From an optimization exercise on the open Yosys and OpenROAD flow, aimed at a short achievable clock period and few clock cycles; shortcuts taken in it are not production practice. The RTL was checked by simulation tests, not by an equivalence proof against the original design.

job 6764:
// core_top
module core_top (
	input  logic        clk_i,
	input  logic        rst_n_i,
	input  logic        fetch_enable_i,
	output logic        instr_req_o,
	output logic [31:0] instr_addr_o,
	input  logic        instr_gnt_i,
	input  logic        instr_rvalid_i,
	input  logic [31:0] instr_rdata_i,
	output logic        data_req_o,
	output logic        data_we_o,
	output logic [31:0] data_addr_o,
	output logic [31:0] data_wdata_o,
	input  logic        data_gnt_i,
	input  logic        data_rvalid_i,
	input  logic [31:0] data_rdata_i,
	output logic        core_busy_o
);
Size: ~1,500 flip-flops.
clock: 10.0 ns
lec_check: 0
abc_clock_period_in_ps: 2500
cap_margin: 20
cell_pad_in_sites_detail_placement: 1
cell_pad_in_sites_global_placement: 2
core_margin: 2
core_utilization: 35
setup_slack_margin: 5
slew_margin: 20
standard.sh (not shown) runs the stock make flow with config.mk's settings and CLKGATE_MAP_FILE= SYNTH_SCRIPT=/design/flow/synth_recipe.tcl, a recipe that flattens the netlist after the stock synthesis.
==> flow/flow/run.sh <==
#!/bin/bash
# Standard layout with two changes: adders are left to ABC as plain logic
# (no full/half-adder cells), and timing repair aims well below the period.
set -euo pipefail
bash standard.sh finish ADDER_MAP_FILE= SETUP_SLACK_MARGIN=6.5 > flow_make.log 2>&1
Job 6764 was carried through to the last stage, and its layout satisfied the timing, design-rule and antenna checks.
Testbench counts of job 6764, summed over its fixed seeds: cycles 11,470.
### job 6764 -> job 5236
--- a/flow/design.v
+++ b/flow/design.v
@@ -474,35 +474,17 @@
 		.b_i    (eb ^ {32{e_sub_q}}),
 		.cin_i  (e_sub_q),
 		.sum_o  (sum),
 		.cout_o ()
 	);
 	assign res = ({32{e_op_add_q}} & sum) | ({32{e_op_xor_q}} & (ea ^ eb)) |
 		({32{e_op_or_q}} & (ea | eb)) | ({32{e_op_and_q}} & (ea & eb)) |
 		({32{e_op_b_q}} & eb);
-	logic eq;
-	logic eq_mw;
-	logic eq_ms;
-	logic eq_ws;
-	logic eq_am;
-	logic eq_aw;
-	logic eq_as;
-	assign eq_mw = (m_result_q == w_result_q);
-	assign eq_ms = (m_result_q == e_s_q);
-	assign eq_ws = (w_result_q == e_s_q);
-	assign eq_am = (e_a_q == m_result_q);
-	assign eq_aw = (e_a_q == w_result_q);
-	assign eq_as = (e_a_q == e_s_q);
-	assign eq = (e_fa_q[2] & e_fs_q[2]) | (e_fa_q[1] & e_fs_q[1]) |
-		(e_fa_q[2] & e_fs_q[1] & eq_mw) | (e_fa_q[1] & e_fs_q[2] & eq_mw) |
-		(e_fa_q[2] & e_fs_q[0] & eq_ms) | (e_fa_q[1] & e_fs_q[0] & eq_ws) |
-		(e_fa_q[0] & e_fs_q[2] & eq_am) | (e_fa_q[0] & e_fs_q[1] & eq_aw) |
-		(e_fa_q[0] & e_fs_q[0] & eq_as);
-	assign taken      = e_jal_q | (e_br_q & (eq ^ e_bne_q));
+	assign taken      = e_jal_q | (e_br_q & ((ea == es) ^ e_bne_q));
 	assign e_redirect = e_valid_q & (taken ^ e_pred_q) & ~e_done_q;
 	always_ff @(posedge clk_i or negedge rst_n_i) begin
 		if (!rst_n_i) begin
 			e_done_q <= 1'b0;
 		end else begin
 			e_done_q <= stall & (e_done_q | e_redirect);
 		end
 	end
Results
- When job 5236 is set beside job 6764, its logic depth of the worst register-to-register path turns out to be 1 larger.
- Changes observed in job 5236 relative to job 6764: total of plain and repair buffers excluding clock buffers saw a decrease, post-place setup slack has increased, total die area went down, area taken by flip-flops and latches saw little to no change, final critical-path required period now sits higher.
- Job 6764 vs job 5236, slowest stage cell on the critical path: sky130_fd_sc_hd__or4_1 vs sky130_fd_sc_hd__nor4_4
- Job 6764 -> job 5236: maximum frequency flat
- Capturing element of the worst setup path = e_s_q[16]$_DFFE_PP_: job 5236; capturing element of the worst setup path = f_pend_pc_q[23]$_DFFE_PN0P_: job 6764
- Summary — non-clock inverter instance count of the final layout, job 5236 relative to job 6764: higher, by 5.
Testbench counts of job 5236, summed over its fixed seeds: cycles 11,470.

--- another note on this design; it stands on its own ---

== run K ==
==> flow/design.v (excerpt) <==
module core_top (
	input  logic        clk_i,
	input  logic        rst_n_i,
	input  logic        fetch_enable_i,
	output logic        instr_req_o,
	output logic [31:0] instr_addr_o,
	input  logic        instr_gnt_i,
	input  logic        instr_rvalid_i,
	input  logic [31:0] instr_rdata_i,
	output logic        data_req_o,
	output logic        data_we_o,
	output logic [31:0] data_addr_o,
	output logic [31:0] data_wdata_o,
	input  logic        data_gnt_i,
	input  logic        data_rvalid_i,
	input  logic [31:0] data_rdata_i,
	output logic        core_busy_o
);
For scale: ~8300 cells after synthesis, roughly 1500 flip-flops, roughly 76000 µm² of cells after synthesis.
export LEC_CHECK = 0
export ABC_CLOCK_PERIOD_IN_PS = 2500
export CAP_MARGIN = 20
export CELL_PAD_IN_SITES_DETAIL_PLACEMENT = 1
export CELL_PAD_IN_SITES_GLOBAL_PLACEMENT = 2
export CORE_MARGIN = 2
export CORE_UTILIZATION = 55
export PLACE_DENSITY = 0.7
export SETUP_SLACK_MARGIN = 5
export SLEW_MARGIN = 20
create_clock -name core_clock -period 10.0 [get_ports {clk_i}]
standard.sh (not shown) runs the stock make flow with config.mk's settings and CLKGATE_MAP_FILE= SYNTH_SCRIPT=/design/flow/synth_recipe.tcl, a recipe that flattens the netlist after the stock synthesis.
==> flow/flow/run.sh <==
#!/bin/bash
set -euo pipefail
bash standard.sh finish ADDER_MAP_FILE= SETUP_SLACK_MARGIN=6.5 > flow_make.log 2>&1
Run K never completed, since it errored out during global placement without I/O.
Testbench counts of run K, summed over its fixed seeds: cycles 11,462.
What run R does differently from run K at the input level:
Settings: PLACE_DENSITY no longer set, was 0.7; CORE_UTILIZATION now 35, was 55.
diff --git a/flow/flow/run.sh b/flow/flow/run.sh
--- a/flow/flow/run.sh
+++ b/flow/flow/run.sh
@@ -1,2 +1,4 @@
 #!/bin/bash
+# Standard layout with two changes: adders are left to ABC as plain logic
+# (no full/half-adder cells), and timing repair aims well below the period.
 set -euo pipefail
--- outcome ---
Run R completed end to end with timing, DRC and antenna clean. Run R -> run K: post-synthesis area per instance delta 0, exact match. Taking run K as the reference, in run R number of placement rows grew by 35, vertical die dimension grew by 25%.

## static timing again, ports no longer ideal
The flow's constraints put no driver on any port. The routed layouts listed below were extracted and timed again, unchanged, in two steps. Step 1 sets driving cells, clkbuf_16 on the clock port and buf_2 on the other inputs (assumed; they add their load-dependent delay and slew). Step 2 also shifts input and output timing later by t, the mid clock arrival at the registers, as if the neighbouring blocks saw the same clock. Three values: no drivers, after step 1, after step 2; two values: the first two.
run	t, ns	setup WS [ns]	clock arrival spread, ns	worst register clock-pin slew, ns
job 6764	0.946	5.650 / 5.666 / 4.721	0.079 / 0.079	0.07 / 0.07
job 5236	0.962	5.644 / 5.702 / 4.740	0.046 / 0.046	0.08 / 0.08
run R	0.997	5.753 / 5.712 / 4.715	0.052 / 0.052	0.08 / 0.08
After both steps setup and hold are still met in every run listed. For run R, which loses most, drivers alone change the setup slack by -0.041 ns; drivers and shift together by -1.038 ns.
